Source: an optimization exercise on an open RTL-to-GDS flow (aim: small area, a short achievable clock period and few clock cycles per item). Production flows keep margins and buffers that such runs may drop. Only simulation tests tie the RTL to the original design; equivalence was not proved.

// pan_tilt_pd_tracker
module pan_tilt_pd_tracker (
	input  logic                                    clk,
	input  logic                                    arst_n,
	input  logic                                    cfg_we,
	input  logic [ptpd_pkg::CFG_IDX_BITS-1:0]       cfg_index,
	input  logic [ptpd_pkg::CFG_DATA_BITS-1:0]      cfg_data,
	input  logic                                    in_valid,
	output logic                                    in_ready,
	input  logic signed [ptpd_pkg::ERROR_BITS-1:0]  pan_pixel_error,
	input  logic signed [ptpd_pkg::ERROR_BITS-1:0]  tilt_pixel_error,
	input  logic                                    target_seen,
	input  logic [ptpd_pkg::AGE_BITS-1:0]           link_age_ms,
	input  logic                                    stop_press,
	output logic                                    out_valid,
	input  logic                                    out_ready,
	output logic [ptpd_pkg::PULSE_BITS-1:0]         pan_pulse_us,
	output logic [ptpd_pkg::PULSE_BITS-1:0]         tilt_pulse_us,
	output logic                                    tracking_active,
	output logic                                    drive_enabled
);
Size: roughly 5100 cells after synthesis, roughly 550 flip-flops, ~94 I/O pins, ~54000 um^2 of cells after synthesis.
export LEC_CHECK = 0
export CAP_MARGIN = 20
export CORE_MARGIN = 2
export CORE_UTILIZATION = 60
export SETUP_SLACK_MARGIN = 5
export SLEW_MARGIN = 20
create_clock -name core_clock -period 11.0 [get_ports {clk}]
run.sh (not shown) runs the stock make flow with config.mk's settings and CLKGATE_MAP_FILE= SYNTH_SCRIPT=/design/flow/synth_recipe.tcl, a recipe that flattens the netlist after the stock synthesis.
Testbench counts at the start, summed over its fixed seeds: cycles 3,248, items 3,200.
Edit:
==> flow/flow/run.sh (new file) <==
#!/bin/bash
set -euo pipefail
MARGIN=6.2
sed -i '/SETUP_SLACK_MARGIN/d' config.mk
echo "export SETUP_SLACK_MARGIN = ${MARGIN}" >> config.mk
bash standard.sh > standard.log 2>&1
==> flow/standard.sh (new file) <==
#!/bin/bash
# synth_recipe.tcl (not shown) runs the flow's synth.tcl, then flattens the netlist and writes it again
# the make line also repeats each setting of config.mk as NAME=value (left out here)
make -C /OpenROAD-flow-scripts/flow DESIGN_CONFIG=/design/flow/config.mk WORK_HOME=/design/flow/orfs CLKGATE_MAP_FILE= SYNTH_SCRIPT=/design/flow/synth_recipe.tcl "${@:-finish}"
Settings changed: CTS_BUF_LIST from default to sky130_fd_sc_hd__clkbuf_8, SETUP_SLACK_MARGIN 5 to 6.2.
removed: flow/run.sh
The changed run completed with no timing, DRC or antenna violations.
Worst setup slack is better by 0.34 ns.
Utilization rose by 0.37 points.
Register-to-register slack is better by 0.34 ns.
Edit:
Settings changed: CORE_UTILIZATION 60 to 70, CTS_BUF_LIST sky130_fd_sc_hd__clkbuf_8 to sky130_fd_sc_hd__clkbuf_4 sky130_fd_sc_hd__clkbuf_8, CTS_CLUSTER_SIZE from default to 30.
Maximum frequency rose by 1.5%.
Via count goes up by 1.1%.
Final area drops by 0.44%.
Utilization came out higher by 10 points.
Critical path depth is higher by 7.
Non-clock buffer count shrinks by 8.
Edit:
Settings changed: CORE_UTILIZATION 70 to 60, CTS_BUF_LIST sky130_fd_sc_hd__clkbuf_4 sky130_fd_sc_hd__clkbuf_8 to default, CTS_CLUSTER_SIZE 30 to default.
=>
- area after synthesis stays the same
- clock-buffer cell count shrinks by 65
- wire length grows by about 3%
- sequential share of layout area shrinks by 0.18 points
- clock skew shrinks by 0.014 ns

========
pan_tilt_pd_tracker again, from the RTL that the note above started with.
export LEC_CHECK = 0
export CAP_MARGIN = 20
export CORE_MARGIN = 2
export CORE_UTILIZATION = 70
export CTS_BUF_LIST = sky130_fd_sc_hd__clkbuf_4 sky130_fd_sc_hd__clkbuf_8
export CTS_CLUSTER_SIZE = 30
export SLEW_MARGIN = 20
export SETUP_SLACK_MARGIN = 6.2
create_clock -name core_clock -period 11.0 [get_ports {clk}]
standard.sh (not shown) runs the stock make flow with config.mk's settings and CLKGATE_MAP_FILE= SYNTH_SCRIPT=/design/flow/synth_recipe.tcl, a recipe that flattens the netlist after the stock synthesis.
==> flow/flow/run.sh <==
#!/bin/bash
set -euo pipefail
MARGIN=6.2
sed -i '/SETUP_SLACK_MARGIN/d' config.mk
echo "export SETUP_SLACK_MARGIN = ${MARGIN}" >> config.mk
bash standard.sh synth > synth.log 2>&1
R=orfs/results/${FLOW_PLATFORM}/pan_tilt_pd_tracker/base
cp $R/1_2_yosys.v yosys_netlist_orig.v
python3 flow/fapol.py yosys_netlist_orig.v $R/1_2_yosys.v > fapol.log 2>&1
rm -f $R/1_synth.odb $R/1_synth.sdc
bash standard.sh > standard.log 2>&1
==> flow/flow/fapol.py <==
#!/usr/bin/env python3
"""Remove inverters around full adders in a Yosys netlist.

A full adder is self-dual: FA(~a, ~b, ~c) = (~cout, ~sum). Where an adder's
inputs mostly come through inverters, or its outputs mostly feed
inverters, the adder is turned to work on the other polarity, which drops
those inverters. Only combinational cells change; registers, ports and
every other cell are left as they are.

usage: fapol.py IN.v OUT.v
"""
import re
import sys
from collections import defaultdict

FA = "sky130_fd_sc_hd__fa_1"
INV_TYPES = re.compile(r"^sky130_fd_sc_hd__(inv|clkinv)_\d+$")
NEW_INV = "sky130_fd_sc_hd__inv_1"

src = open(sys.argv[1]).read()
m = re.search(r"^module\s.*?;\n", src, re.S | re.M)
head_end = m.end()
end = src.rindex("endmodule")
body = src[head_end:end]

cell_re = re.compile(r"^\s*(sky130_fd_sc_hd__\w+)\s+(\S+)\s*\((.*?)\);\s*$", re.S | re.M)
pin_re = re.compile(r"\.(\w+)\(\s*(.*?)\s*\)\s*(?:,|$)", re.S)

decls = []
cells = {}
order = []
pos = 0
other = []
for cm in cell_re.finditer(body):
    other.append(body[pos:cm.start()])
    pos = cm.end()
    typ, name, pins = cm.group(1), cm.group(2), cm.group(3)
    pm = {}
    for p, n in pin_re.findall(pins):
        pm[p] = " ".join(n.split())
    cells[name] = [typ, pm]
    order.append(name)
other.append(body[pos:])
rest = "".join(other)
# anything but cells (wire/input/output declarations, assigns) is kept as is
if re.search(r"\bassign\b", rest):
    ext_assign = set(" ".join(x.split()) for x in re.findall(r"[\\\w][^=;,{}]*", " ".join(re.findall(r"assign\s+(.*?);", rest, re.S))))
else:
    ext_assign = set()

OUTS = {"X", "Y", "Q", "Q_N", "SUM", "COUT", "HI", "LO"}


def is_out(typ, p):
    return p in OUTS


drv = {}
loads = defaultdict(set)
for name, (typ, pm) in cells.items():
    for p, n in pm.items():
        if is_out(typ, p):
            drv[n] = (name, p)
        else:
            loads[n].add((name, p))

# nets seen by the outside: ports and names in assigns
ports = set()
for d in re.findall(r"^\s*(?:input|output|inout)\s+(?:\[[^\]]*\]\s*)?(.*?);", src, re.M):
    ports.add(" ".join(d.split()))


def external(n):
    base = n.split(" [")[0].strip()
    return n in ports or base in ports or n in ext_assign or base in ext_assign or "'" in n


nid = [0]


def new_net():
    nid[0] += 1
    return f"_fapol{nid[0]}_"


new_wires = []


def is_inv(name):
    return name in cells and INV_TYPES.match(cells[name][0]) is not None


def inv_src(n):
    d = drv.get(n)
    if d and is_inv(d[0]):
        return cells[d[0]][1]["A"]
    return None


def inv_of(n):
    """An existing inverter output for net n, if any."""
    for (c, p) in loads.get(n, ()):
        if is_inv(c) and p == "A":
            return cells[c][1]["Y"]
    return None


def gain(fa):
    typ, pm = cells[fa]
    g = 0
    for p in ("A", "B", "CIN"):
        n = pm[p]
        s = inv_src(n)
        if s is not None:
            if len(loads[n]) == 1 and not external(n):
                g += 1
        elif inv_of(n) is None:
            g -= 1
    for p in ("COUT", "SUM"):
        n = pm[p]
        ls = loads.get(n, set())
        invs = [c for (c, q) in ls if is_inv(c)]
        others = [x for x in ls if not is_inv(x[0])]
        g += len(invs)
        if others or external(n):
            g -= 1
    return g


def set_pin(c, p, n):
    old = cells[c][1][p]
    loads[old].discard((c, p))
    cells[c][1][p] = n
    loads[n].add((c, p))


def remove_cell(c):
    typ, pm = cells.pop(c)
    for p, n in pm.items():
        if is_out(typ, p):
            drv.pop(n, None)
        else:
            loads[n].discard((c, p))


def add_inv(a, y):
    name = f"_fapolc{nid[0]}_"
    nid[0] += 1
    cells[name] = [NEW_INV, {"A": a, "Y": y}]
    order.append(name)
    drv[y] = (name, "Y")
    loads[a].add((name, "A"))


def flip(fa):
    typ, pm = cells[fa]
    for p in ("A", "B", "CIN"):
        n = pm[p]
        s = inv_src(n)
        if s is not None:
            set_pin(fa, p, s)
            if not loads[n] and not external(n):
                remove_cell(drv[n][0])
        else:
            z = inv_of(n)
            if z is None:
                z = new_net()
                new_wires.append(z)
                add_inv(n, z)
            set_pin(fa, p, z)
    for p in ("COUT", "SUM"):
        n = pm[p]
        nn = new_net()
        new_wires.append(nn)
        drv.pop(n, None)
        cells[fa][1][p] = nn
        drv[nn] = (fa, p)
        ls = list(loads.get(n, set()))
        for (c, q) in ls:
            if c in cells and is_inv(c):
                y = cells[c][1]["Y"]
                if external(y):
                    # keep the net name: drive it from a buffer-free rename is
                    # not possible, so leave this inverter as a double one
                    continue
                for (c2, q2) in list(loads.get(y, set())):
                    set_pin(c2, q2, nn)
                remove_cell(c)
        rest_loads = [x for x in loads.get(n, set())]
        if rest_loads or external(n):
            add_inv(nn, n)


changed = True
flips = 0
while changed:
    changed = False
    for fa in [c for c in order if c in cells and cells[c][0] == FA]:
        if gain(fa) > 0:
            flip(fa)
            flips += 1
            changed = True

out = [src[:head_end]]
out.append(rest.rstrip("\n") + "\n" if False else "")
# keep declarations, add new wires, then cells
decl_text = rest
out.append(decl_text.rstrip() + "\n")
for w in new_wires:
    out.append(f"  wire {w};\n")
for c in order:
    if c not in cells:
        continue
    typ, pm = cells[c]
    pins = ",\n".join(f"    .{p}({n} )" if n.startswith("\\") else f"    .{p}({n})" for p, n in pm.items())
    out.append(f"  {typ} {c} (\n{pins}\n  );\n")
out.append(src[end:])
open(sys.argv[2], "w").write("".join(out))
ninv = sum(1 for c in cells if is_inv(c))
sys.stderr.write(f"fapol: {flips} adders turned, {ninv} inverters left\n")
Testbench counts at the start, summed over its fixed seeds: cycles 3,248, items 3,200.
Change:
--- a/flow/flow/run.sh
+++ b/flow/flow/run.sh
@@ -2,3 +2,3 @@
 set -euo pipefail
-MARGIN=6.2
+MARGIN=7.0
 sed -i '/SETUP_SLACK_MARGIN/d' config.mk
--- a/flow/flow/fapol.py
+++ b/flow/flow/fapol.py
@@ -203,2 +203,46 @@
 
+# half adders with an output nobody reads become a single gate; a carry
+# read only through inverters becomes a nand
+HA = "sky130_fd_sc_hd__ha_1"
+trims = 0
+for c in [x for x in order if x in cells and cells[x][0] == HA]:
+    pm = cells[c][1]
+    s_n, c_n = pm["SUM"], pm["COUT"]
+    s_used = bool(loads.get(s_n)) or external(s_n)
+    c_used = bool(loads.get(c_n)) or external(c_n)
+    a, b = pm["A"], pm["B"]
+    if not s_used:
+        ls = list(loads.get(c_n, set()))
+        if c_used and not external(c_n) and all(is_inv(x) for (x, q) in ls):
+            ys = [cells[x][1]["Y"] for (x, q) in ls]
+            if any(external(y) for y in ys[1:]):
+                continue
+            remove_cell(c)
+            y0 = ys[0]
+            for (x, q) in ls:
+                y = cells[x][1]["Y"]
+                remove_cell(x)
+                if y != y0:
+                    for (c2, q2) in list(loads.get(y, set())):
+                        set_pin(c2, q2, y0)
+            cells[c] = ["sky130_fd_sc_hd__nand2_1", {"A": a, "B": b, "Y": y0}]
+            loads[a].add((c, "A"))
+            loads[b].add((c, "B"))
+            drv[y0] = (c, "Y")
+            trims += 1
+        elif c_used:
+            remove_cell(c)
+            cells[c] = ["sky130_fd_sc_hd__and2_0", {"A": a, "B": b, "X": c_n}]
+            loads[a].add((c, "A"))
+            loads[b].add((c, "B"))
+            drv[c_n] = (c, "X")
+            trims += 1
+    elif not c_used:
+        remove_cell(c)
+        cells[c] = ["sky130_fd_sc_hd__xor2_1", {"A": a, "B": b, "X": s_n}]
+        loads[a].add((c, "A"))
+        loads[b].add((c, "B"))
+        drv[s_n] = (c, "X")
+        trims += 1
+
 out = [src[:head_end]]
@@ -219,2 +263,2 @@
 ninv = sum(1 for c in cells if is_inv(c))
-sys.stderr.write(f"fapol: {flips} adders turned, {ninv} inverters left\n")
+sys.stderr.write(f"fapol: {flips} adders turned, {trims} half adders trimmed, {ninv} inverters left\n")
Settings changed: SETUP_SLACK_MARGIN 6.2 to 7.0.
=> The changed run ran to the end with no violations. Critical path depth is higher by 5. Cell area rises by 6.2%. Utilization increases by 5.3 points. Register-to-register slack improved by 0.04 ns.
Change:
--- a/flow/flow/run.sh
+++ b/flow/flow/run.sh
@@ -2,3 +2,3 @@
 set -euo pipefail
-MARGIN=7.0
+MARGIN=6.6
 sed -i '/SETUP_SLACK_MARGIN/d' config.mk
--- a/flow/flow/fapol.py
+++ b/flow/flow/fapol.py
@@ -203,46 +203,2 @@
 
-# half adders with an output nobody reads become a single gate; a carry
-# read only through inverters becomes a nand
-HA = "sky130_fd_sc_hd__ha_1"
-trims = 0
-for c in [x for x in order if x in cells and cells[x][0] == HA]:
-    pm = cells[c][1]
-    s_n, c_n = pm["SUM"], pm["COUT"]
-    s_used = bool(loads.get(s_n)) or external(s_n)
-    c_used = bool(loads.get(c_n)) or external(c_n)
-    a, b = pm["A"], pm["B"]
-    if not s_used:
-        ls = list(loads.get(c_n, set()))
-        if c_used and not external(c_n) and all(is_inv(x) for (x, q) in ls):
-            ys = [cells[x][1]["Y"] for (x, q) in ls]
-            if any(external(y) for y in ys[1:]):
-                continue
-            remove_cell(c)
-            y0 = ys[0]
-            for (x, q) in ls:
-                y = cells[x][1]["Y"]
-                remove_cell(x)
-                if y != y0:
-                    for (c2, q2) in list(loads.get(y, set())):
-                        set_pin(c2, q2, y0)
-            cells[c] = ["sky130_fd_sc_hd__nand2_1", {"A": a, "B": b, "Y": y0}]
-            loads[a].add((c, "A"))
-            loads[b].add((c, "B"))
-            drv[y0] = (c, "Y")
-            trims += 1
-        elif c_used:
-            remove_cell(c)
-            cells[c] = ["sky130_fd_sc_hd__and2_0", {"A": a, "B": b, "X": c_n}]
-            loads[a].add((c, "A"))
-            loads[b].add((c, "B"))
-            drv[c_n] = (c, "X")
-            trims += 1
-    elif not c_used:
-        remove_cell(c)
-        cells[c] = ["sky130_fd_sc_hd__xor2_1", {"A": a, "B": b, "X": s_n}]
-        loads[a].add((c, "A"))
-        loads[b].add((c, "B"))
-        drv[s_n] = (c, "X")
-        trims += 1
-
 out = [src[:head_end]]
@@ -263,2 +219,2 @@
 ninv = sum(1 for c in cells if is_inv(c))
-sys.stderr.write(f"fapol: {flips} adders turned, {trims} half adders trimmed, {ninv} inverters left\n")
+sys.stderr.write(f"fapol: {flips} adders turned, {ninv} inverters left\n")
Settings changed: CORE_UTILIZATION 70 to 75, PLACE_DENSITY set to 0.8, SETUP_SLACK_MARGIN 7.0 to 6.6.
The changed run ran to the end with no violations.
Clock-buffer cell count drops by 11.
Critical path depth climbs by 2.
Wire length drops by 5.1%.
Final cell count drops by 2.8%.
Synthesized area climbs by 1.2%.
Core utilization climbs by 1.1 points.
Die area drops by 5.5%.
Final area drops by 4.5%.
Change:
Settings changed: CORE_UTILIZATION 75 to 70, PLACE_DENSITY 0.8 to unset.
Effect: Setup slack is better by 0.069 ns; wire length goes down by 2.0%; via count falls by 1.9%.

==> port drivers added, routing unchanged <==
The results above use ideal ports. As a check the final layouts listed here were re-extracted and re-timed, cells and wires unchanged.
Step 1 sets driving cells, clkbuf_16 on the clock port and buf_2 on the other inputs (assumed; they add their load-dependent delay and slew).
Step 2, shift: input delay + t, output delay - t, t = (earliest + latest rising clock arrival at the registers) / 2. This alone moves slack from input paths to output paths.
Slacks: ideal ports / drivers / drivers and shift; pairs: ideal ports / drivers.
run	t, ns	setup slack, ns	worst hold slack (ns)	worst setup path after step 2	slew at the worst register clock pin (ns)
the first run of note 1	0.744	5.976 / 5.976 / 5.876	0.419 / 0.419 / 0.419	input to register	0.07 / 0.07
the second run of note 1	0.822	6.320 / 6.320 / 5.856	0.419 / 0.419 / 0.419	input to register	0.08 / 0.08
the third run of note 1	0.762	6.390 / 6.390 / 5.760	0.418 / 0.418 / 0.418	input to register	0.07 / 0.07
the fourth run of note 1	0.744	6.329 / 6.329 / 5.863	0.419 / 0.419 / 0.419	input to register	0.07 / 0.07
the first run of note 2	0.774	6.362 / 6.362 / 5.848	0.425 / 0.425 / 0.425	input to register	0.08 / 0.08
the second run of note 2	0.785	6.398 / 6.398 / 6.223	0.418 / 0.418 / 0.418	input to register	0.08 / 0.08
the third run of note 2	0.764	6.466 / 6.466 / 5.967	0.404 / 0.404 / 0.404	input to register	0.07 / 0.07
the fourth run of note 2	0.769	6.536 / 6.536 / 5.944	0.418 / 0.418 / 0.418	input to register	0.08 / 0.08
After both steps setup and hold are still met in every run listed. The setup slack of the third run of note 1, which loses most, moves by 0.000 ns with the drivers and by -0.630 ns with both steps.
